Source: an optimization exercise on an open RTL-to-GDS flow (aim: small area). Production flows keep margins and buffers that such runs may drop. Function was checked by simulation only, so behaviour that the tests miss may differ from the original. No activity file was given, so power comes from the tool's default toggle rates.

==> flow/design.v <==
`default_nettype none
package tcpStreamPkg;
	typedef logic [7:0]  byteT;
	typedef logic [31:0] ipAddrT;
	typedef logic [15:0] portT;
	typedef logic [31:0] seqNumT;
	typedef logic [15:0] lenT;
	typedef enum logic [2:0] {
		stIdle,
		stMac,		 
		stEthHi,
		stEthLo,
		stIp,		 
		stTcp,		 
		stPayload
	} parseStateT;
endpackage
`default_nettype wire
`timescale 1ns/1ps
`default_nettype none
import tcpStreamPkg::*;
module frameParser (
	input  wire                  CLOCK,
	input  wire                  rst,
	input  wire                  newPkt,
	input  wire                  dataValid,
	input  wire tcpStreamPkg::byteT   data,
	input  wire tcpStreamPkg::ipAddrT srcIp,
	input  wire tcpStreamPkg::ipAddrT dstIp,
	input  wire tcpStreamPkg::portT   srcPort,
	input  wire tcpStreamPkg::portT   dstPort,
	output logic                 payValid,
	output logic                 payIdle,	 
	output tcpStreamPkg::byteT   payData,
	output logic                 payFirst,
	output logic                 segValid,	 
	output logic                 segIdle,	 
	output tcpStreamPkg::seqNumT segSeq,	 
	output logic                 segSyn,
	output tcpStreamPkg::lenT    segLen,
	output logic                 segMiss,	 
	input  wire tcpStreamPkg::seqNumT expSeq
);
	tcpStreamPkg::parseStateT state;
	logic [5:0] pos;		 
	logic [3:0] hdrWords;	 
	logic       firstFlag;
	tcpStreamPkg::lenT cnt;
	logic       take;
	logic       hdrEnd;
	logic       wordEnd;
	logic       lenLoad;
	logic       cmpOn;
	tcpStreamPkg::byteT   cmpByte;
	logic       cmpNe;
	tcpStreamPkg::lenT    cntIn;
	tcpStreamPkg::lenT    cntDec;
	assign take = dataValid && !newPkt;
	assign wordEnd = pos[1:0] == 2'b11;
	assign hdrEnd  = wordEnd && (pos[5:2] == hdrWords - 4'd1);
	assign cmpOn = (state == stIp && (pos[5:2] == 4'd3 || pos[5:2] == 4'd4)) ||
		(state == stTcp && pos[5:2] == 4'd0);
	logic [3:0]       grpSel;
	logic [3:0]       byteSel;
	logic [3:0][31:0] cmpWords;
	tcpStreamPkg::byteT cmpInner [4];
	assign grpSel[0] = state == stIp && pos[5:2] == 4'd3;
	assign grpSel[1] = state == stIp && pos[5:2] == 4'd4;
	assign grpSel[2] = state == stTcp && pos[5:2] == 4'd0;
	assign grpSel[3] = state == stTcp && pos[5:2] == 4'd1;
	assign cmpWords[0] = srcIp;
	assign cmpWords[1] = dstIp;
	assign cmpWords[2] = {srcPort, dstPort};
	assign cmpWords[3] = expSeq;
	always_comb begin
		for (int b = 0; b < 4; b++)
			byteSel[b] = pos[1:0] == 2'(b);
		cmpByte = '0;
		for (int g = 0; g < 4; g++) begin
			cmpInner[g] = '0;
			for (int b = 0; b < 4; b++)
				cmpInner[g] = cmpInner[g] | ({8{byteSel[b]}} & cmpWords[g][8*(3-b) +: 8]);
			cmpByte = cmpByte | ({8{grpSel[g]}} & cmpInner[g]);
		end
	end
	assign cmpNe = data != cmpByte;
	assign lenLoad = state == stIp && pos == 6'd3;
	assign cntIn   = lenLoad ? {cnt[15:8], data} : cnt;
	logic cntPay;
	logic cntBorrow;
	assign cntPay    = state == stPayload;
	assign cntBorrow = !cntPay || cntIn[1:0] == 2'd0;
	assign cntDec    = {cntIn[15:2] - {13'd0, cntBorrow}, cntIn[1:0] - {1'b0, cntPay}};
	always_ff @(posedge CLOCK) begin
		if (rst) begin
			state    <= stIdle;
			payValid <= 1'b0;
			payIdle  <= 1'b1;
			segValid <= 1'b0;
			segIdle  <= 1'b1;
		end else begin
			payValid <= 1'b0;
			payIdle  <= 1'b1;
			segValid <= 1'b0;
			segIdle  <= 1'b1;
			if (payValid) firstFlag <= 1'b0;	 
			if (newPkt) begin
				state <= stMac;
				pos   <= '0;
			end else if (dataValid) begin
				pos <= pos + 1'b1;
				case (state)
					stMac: begin
						if (pos == 6'd11) begin
							state <= stEthHi;
							pos   <= '0;
						end
					end
					stEthHi: begin
						pos <= '0;
						if (data == 8'h81) begin
							state <= stMac;	 
							pos   <= 6'd9;
						end else if (data == 8'h08)
							state <= stEthLo;
						else
							state <= stIdle;
					end
					stEthLo: begin
						pos   <= '0;
						state <= (data == 8'h00) ? stIp : stIdle;
					end
					stIp: begin
						if (hdrEnd) begin
							state <= stTcp;
							pos   <= '0;
						end
						if (pos == 6'd0 && data[3:0] < 4'd5)
							state <= stIdle;
						if (pos == 6'd9 && data != 8'd6)
							state <= stIdle;
						if (cmpOn && cmpNe)
							state <= stIdle;
					end
					stTcp: begin
						if (hdrEnd) begin
							segValid <= 1'b1;
							segIdle  <= 1'b0;
							if (cnt != 16'd4) begin	 
								state     <= stPayload;
								firstFlag <= 1'b1;
							end else
								state <= stIdle;
						end
						if (pos == 6'd12 && data[7:4] < 4'd5)
							state <= stIdle;
						if (cmpOn && cmpNe)
							state <= stIdle;
					end
					stPayload: begin
						payValid  <= 1'b1;
						payIdle   <= 1'b0;
						if (cnt == 16'd1) state <= stIdle;
					end
					default: ;
				endcase
			end
		end
	end
	always_ff @(posedge CLOCK) begin
		if (take) begin
			if (state == stIp && pos == 6'd0) hdrWords <= data[3:0];
			if (state == stTcp && pos == 6'd12) hdrWords <= data[7:4];
			if (state == stIp && pos == 6'd2) cnt[15:8] <= data;
			if (((state == stIp || state == stTcp) && wordEnd) || state == stPayload)
				cnt <= cntDec;
			if (state == stTcp && pos[5:2] == 4'd1) begin	 
				segSeq  <= {segSeq[23:0], data};
				segMiss <= (segMiss && pos[1:0] != 2'd0) || cmpNe;
			end
			if (state == stTcp && pos == 6'd13) segSyn <= data[1];
		end
		payData  <= data;
	end
	assign segLen   = cnt;
	assign payFirst = firstFlag;	 
endmodule
`default_nettype wire
`timescale 1ns/1ps
`default_nettype none
module payloadFifo (
	input  wire                CLOCK,
	input  wire                rst,
	input  wire                payValid,
	input  wire                payIdle,	 
	input  wire tcpStreamPkg::byteT payData,
	input  wire                payFirst,
	input  wire                outReady,
	output logic               outValid,
	output tcpStreamPkg::byteT outData,
	output logic               outFirst,
	output logic               dropped
);
	logic [63:0][8:0] mem;
	logic [6:0] wrPtr;
	logic [6:0] rdPtr;
	function automatic logic [6:0] nextPtr(input logic [6:0] p);
		logic fb;
		fb = p[5] ^ p[4] ^ (p[4:0] == 5'd0);
		nextPtr = {p[6] ^ (p[5:0] == 6'b100000), p[4:0], fb};
	endfunction
	logic sameSlot;
	logic full;
	logic doWrite;
	logic doRead;
	logic [63:0] wrSel;
	logic [8:0]  head;
	assign sameSlot = wrPtr[5:0] == rdPtr[5:0];
	assign full     = sameSlot && (wrPtr[6] != rdPtr[6]);
	assign outValid = !(sameSlot && (wrPtr[6] == rdPtr[6]));
	assign doWrite  = payValid && !full;
	assign doRead   = outValid && outReady;
	always_comb begin
		for (int i = 0; i < 64; i++) begin
			wrSel[i] = wrPtr[5:0] == 6'(i);
		end
	end
	logic [7:0] hiSel, loSel;
	logic [7:0][8:0] grp;
	always_comb begin
		for (int i = 0; i < 8; i++) begin
			hiSel[i] = rdPtr[5:3] == 3'(i);
			loSel[i] = rdPtr[2:0] == 3'(i);
		end
		for (int g = 0; g < 8; g++) begin
			grp[g] = '0;
			for (int j = 0; j < 8; j++)
				grp[g] = grp[g] | ({9{loSel[j]}} & mem[8*g+j]);
		end
		head = '0;
		for (int g = 0; g < 8; g++)
			head = head | ({9{hiSel[g]}} & grp[g]);
	end
	assign {outFirst, outData} = head;
	logic [63:0] rowWr;
	logic [63:0] rowKeep;
	always_comb begin
		for (int i = 0; i < 64; i++) begin
			rowWr[i]   = doWrite && wrSel[i];
			rowKeep[i] = payIdle || full || !wrSel[i];
		end
	end
	always_ff @(posedge CLOCK) begin
		for (int i = 0; i < 64; i++)
			mem[i] <= ({9{rowWr[i]}} & {payFirst, payData}) | ({9{rowKeep[i]}} & mem[i]);
	end
	always_ff @(posedge CLOCK) begin
		if (rst) begin
			wrPtr   <= '0;
			rdPtr   <= '0;
			dropped <= 1'b0;
		end else begin
			if (doWrite) wrPtr <= nextPtr(wrPtr);
			if (doRead)  rdPtr <= nextPtr(rdPtr);
			if (payValid && full)
				dropped <= 1'b1;
		end
	end
endmodule
`default_nettype wire
`timescale 1ns/1ps
`default_nettype none
module seqTracker (
	input  wire                 CLOCK,
	input  wire                 rst,
	input  wire                 segValid,
	input  wire                 segIdle,	 
	input  wire tcpStreamPkg::seqNumT segSeq,
	input  wire                 segSyn,
	input  wire tcpStreamPkg::lenT    segLen,
	input  wire                 segMiss,	 
	output tcpStreamPkg::seqNumT expSeq,	 
	output logic                gapped
);
	logic   synSeen;
	always_ff @(posedge CLOCK) begin
		expSeq <= ({32{segValid}} & (segSeq + (segSyn ? 32'd1 : {16'd0, segLen}))) |
			({32{segIdle}} & expSeq);
	end
	always_ff @(posedge CLOCK) begin
		if (rst) begin
			synSeen <= 1'b0;
			gapped  <= 1'b0;
		end else if (segValid) begin
			if (segSyn) begin
				synSeen <= 1'b1;
				gapped  <= 1'b0;
			end else begin
				gapped <= synSeen && segMiss;
			end
		end
	end
endmodule
`default_nettype wire
`timescale 1ns/1ps
`default_nettype none
module tcpStream #(
	parameter int fifoDepth = 64
) (
	input  wire                  CLOCK,
	input  wire                  rst,
	input  wire                  newPkt,
	input  wire                  dataValid,
	input  wire tcpStreamPkg::byteT   data,
	input  wire tcpStreamPkg::ipAddrT srcIp,
	input  wire tcpStreamPkg::portT   srcPort,
	input  wire tcpStreamPkg::ipAddrT dstIp,
	input  wire tcpStreamPkg::portT   dstPort,
	input  wire                  outReady,
	output logic                 outValid,
	output tcpStreamPkg::byteT   outData,
	output logic                 outFirst,
	output logic                 dropped,
	output logic                 gapped
);
	logic   payValid;
	logic   payIdle;
	tcpStreamPkg::byteT   payData;
	logic   payFirst;
	logic   segValid;
	logic   segIdle;
	tcpStreamPkg::seqNumT segSeq;
	logic   segSyn;
	tcpStreamPkg::lenT    segLen;
	logic   segMiss;
	tcpStreamPkg::seqNumT expSeq;
	frameParser frameParser_i (
		.CLOCK(CLOCK), .rst(rst),
		.newPkt(newPkt), .dataValid(dataValid), .data(data),
		.srcIp(srcIp), .dstIp(dstIp), .srcPort(srcPort), .dstPort(dstPort),
		.payValid(payValid), .payIdle(payIdle), .payData(payData), .payFirst(payFirst),
		.segValid(segValid), .segIdle(segIdle), .segSeq(segSeq), .segSyn(segSyn), .segLen(segLen),
		.segMiss(segMiss), .expSeq(expSeq)
	);
	payloadFifo payloadFifo_i (
		.CLOCK(CLOCK), .rst(rst),
		.payValid(payValid), .payIdle(payIdle), .payData(payData), .payFirst(payFirst),
		.outReady(outReady), .outValid(outValid), .outData(outData),
		.outFirst(outFirst), .dropped(dropped)
	);
	seqTracker seqTracker_i (
		.CLOCK(CLOCK), .rst(rst),
		.segValid(segValid), .segIdle(segIdle), .segSeq(segSeq), .segSyn(segSyn), .segLen(segLen),
		.segMiss(segMiss), .expSeq(expSeq), .gapped(gapped)
	);
endmodule
`default_nettype wire
Settings: LEC_CHECK=0, CAP_MARGIN=10, CORE_MARGIN=2, CORE_UTILIZATION=55, PLACE_DENSITY=0.7, SLEW_MARGIN=10; clock period 6.0 ns.
standard.sh (not shown) runs the stock make flow with config.mk's settings and CLKGATE_MAP_FILE= SYNTH_SCRIPT=/design/flow/synth_recipe.tcl, a recipe that flattens the netlist after the stock synthesis.
==> flow/flow/run.sh <==
#!/bin/bash
set -o pipefail
export BUFFER_PORTS_ARGS="-buffer_cell sky130_fd_sc_hd__buf_1"
export CTS_ARGS="-sink_clustering_enable -repair_clock_nets -dont_use_dummy_load -buf_list sky130_fd_sc_hd__clkbuf_4 -sink_clustering_size 10 -sink_clustering_max_diameter 40"
bash standard.sh > standard.log 2>&1
Edit:
--- a/flow/design.v
+++ b/flow/design.v
@@ -28,15 +28,13 @@
 	input  wire tcpStreamPkg::ipAddrT srcIp,
 	input  wire tcpStreamPkg::ipAddrT dstIp,
 	input  wire tcpStreamPkg::portT   srcPort,
 	input  wire tcpStreamPkg::portT   dstPort,
 	output logic                 payValid,
-	output logic                 payIdle,	 
 	output tcpStreamPkg::byteT   payData,
 	output logic                 payFirst,
 	output logic                 segValid,	 
-	output logic                 segIdle,	 
 	output tcpStreamPkg::seqNumT segSeq,	 
 	output logic                 segSyn,
 	output tcpStreamPkg::lenT    segLen,
 	output logic                 segMiss,	 
 	input  wire tcpStreamPkg::seqNumT expSeq
@@ -93,18 +91,14 @@
 	assign cntDec    = {cntIn[15:2] - {13'd0, cntBorrow}, cntIn[1:0] - {1'b0, cntPay}};
 	always_ff @(posedge CLOCK) begin
 		if (rst) begin
 			state    <= stIdle;
 			payValid <= 1'b0;
-			payIdle  <= 1'b1;
 			segValid <= 1'b0;
-			segIdle  <= 1'b1;
 		end else begin
 			payValid <= 1'b0;
-			payIdle  <= 1'b1;
 			segValid <= 1'b0;
-			segIdle  <= 1'b1;
 			if (payValid) firstFlag <= 1'b0;	 
 			if (newPkt) begin
 				state <= stMac;
 				pos   <= '0;
 			end else if (dataValid) begin
@@ -143,11 +137,10 @@
 							state <= stIdle;
 					end
 					stTcp: begin
 						if (hdrEnd) begin
 							segValid <= 1'b1;
-							segIdle  <= 1'b0;
 							if (cnt != 16'd4) begin	 
 								state     <= stPayload;
 								firstFlag <= 1'b1;
 							end else
 								state <= stIdle;
@@ -157,11 +150,10 @@
 						if (cmpOn && cmpNe)
 							state <= stIdle;
 					end
 					stPayload: begin
 						payValid  <= 1'b1;
-						payIdle   <= 1'b0;
 						if (cnt == 16'd1) state <= stIdle;
 					end
 					default: ;
 				endcase
 			end
@@ -190,11 +182,10 @@
 `default_nettype none
 module payloadFifo (
 	input  wire                CLOCK,
 	input  wire                rst,
 	input  wire                payValid,
-	input  wire                payIdle,	 
 	input  wire tcpStreamPkg::byteT payData,
 	input  wire                payFirst,
 	input  wire                outReady,
 	output logic               outValid,
 	output tcpStreamPkg::byteT outData,
@@ -240,21 +231,14 @@
 		head = '0;
 		for (int g = 0; g < 8; g++)
 			head = head | ({9{hiSel[g]}} & grp[g]);
 	end
 	assign {outFirst, outData} = head;
-	logic [63:0] rowWr;
-	logic [63:0] rowKeep;
-	always_comb begin
-		for (int i = 0; i < 64; i++) begin
-			rowWr[i]   = doWrite && wrSel[i];
-			rowKeep[i] = payIdle || full || !wrSel[i];
-		end
-	end
 	always_ff @(posedge CLOCK) begin
 		for (int i = 0; i < 64; i++)
-			mem[i] <= ({9{rowWr[i]}} & {payFirst, payData}) | ({9{rowKeep[i]}} & mem[i]);
+			if (doWrite && wrSel[i])
+				mem[i] <= {payFirst, payData};
 	end
 	always_ff @(posedge CLOCK) begin
 		if (rst) begin
 			wrPtr   <= '0;
 			rdPtr   <= '0;
@@ -272,22 +256,21 @@
 `default_nettype none
 module seqTracker (
 	input  wire                 CLOCK,
 	input  wire                 rst,
 	input  wire                 segValid,
-	input  wire                 segIdle,	 
 	input  wire tcpStreamPkg::seqNumT segSeq,
 	input  wire                 segSyn,
 	input  wire tcpStreamPkg::lenT    segLen,
 	input  wire                 segMiss,	 
 	output tcpStreamPkg::seqNumT expSeq,	 
 	output logic                gapped
 );
 	logic   synSeen;
 	always_ff @(posedge CLOCK) begin
-		expSeq <= ({32{segValid}} & (segSeq + (segSyn ? 32'd1 : {16'd0, segLen}))) |
-			({32{segIdle}} & expSeq);
+		if (segValid)
+			expSeq <= segSeq + (segSyn ? 32'd1 : {16'd0, segLen});
 	end
 	always_ff @(posedge CLOCK) begin
 		if (rst) begin
 			synSeen <= 1'b0;
 			gapped  <= 1'b0;
@@ -322,36 +305,34 @@
 	output logic                 outFirst,
 	output logic                 dropped,
 	output logic                 gapped
 );
 	logic   payValid;
-	logic   payIdle;
 	tcpStreamPkg::byteT   payData;
 	logic   payFirst;
 	logic   segValid;
-	logic   segIdle;
 	tcpStreamPkg::seqNumT segSeq;
 	logic   segSyn;
 	tcpStreamPkg::lenT    segLen;
 	logic   segMiss;
 	tcpStreamPkg::seqNumT expSeq;
 	frameParser frameParser_i (
 		.CLOCK(CLOCK), .rst(rst),
 		.newPkt(newPkt), .dataValid(dataValid), .data(data),
 		.srcIp(srcIp), .dstIp(dstIp), .srcPort(srcPort), .dstPort(dstPort),
-		.payValid(payValid), .payIdle(payIdle), .payData(payData), .payFirst(payFirst),
-		.segValid(segValid), .segIdle(segIdle), .segSeq(segSeq), .segSyn(segSyn), .segLen(segLen),
+		.payValid(payValid), .payData(payData), .payFirst(payFirst),
+		.segValid(segValid), .segSeq(segSeq), .segSyn(segSyn), .segLen(segLen),
 		.segMiss(segMiss), .expSeq(expSeq)
 	);
 	payloadFifo payloadFifo_i (
 		.CLOCK(CLOCK), .rst(rst),
-		.payValid(payValid), .payIdle(payIdle), .payData(payData), .payFirst(payFirst),
+		.payValid(payValid), .payData(payData), .payFirst(payFirst),
 		.outReady(outReady), .outValid(outValid), .outData(outData),
 		.outFirst(outFirst), .dropped(dropped)
 	);
 	seqTracker seqTracker_i (
 		.CLOCK(CLOCK), .rst(rst),
-		.segValid(segValid), .segIdle(segIdle), .segSeq(segSeq), .segSyn(segSyn), .segLen(segLen),
+		.segValid(segValid), .segSeq(segSeq), .segSyn(segSyn), .segLen(segLen),
 		.segMiss(segMiss), .expSeq(expSeq), .gapped(gapped)
 	);
 endmodule
 `default_nettype wire
The new run completed without violations.
First-iteration DRC count shrinks by well over a third.
Via count decreases by a quarter to a third.
Die area is higher slightly.
Clock skew came out higher by 0.042 ns.
Core utilization goes up by 0.48 points.
Cell area grows slightly.
Power increases by a few percent.
Wire length shrinks by about a fifth.
Fmax climbs by a few percent.

-- separate check: timing with driven ports --
The flow's constraints put no driver on any port. The routed layouts listed below were extracted and timed again, unchanged, in two steps.
Step 1 (the two cells are an assumption about what drives the block):
set clk [get_ports {CLOCK}]
set_driving_cell -lib_cell sky130_fd_sc_hd__clkbuf_16 $clk
set_driving_cell -lib_cell sky130_fd_sc_hd__buf_2 [delete_from_list [all_inputs] $clk]
Step 2 moves the port delays by t, midway between the first and last clock arrival at a register: inputs arrive t later, outputs are due t later. That takes back most of the time a late clock gives input paths.
Three values: no drivers, after step 1, after step 2; two values: the first two.
run	t, ns	setup WS [ns]	hold slack, ns	worst setup path at the end	latest minus earliest clock arrival (ns)
the first run	0.936	0.542 / 0.484 / 1.421	0.459 / 0.459 / 0.459	register to output	0.091 / 0.091
the second run	0.903	0.823 / 0.768 / 1.671	0.425 / 0.425 / 0.425	register to output	0.170 / 0.170
After both steps every run listed still meets setup and hold.
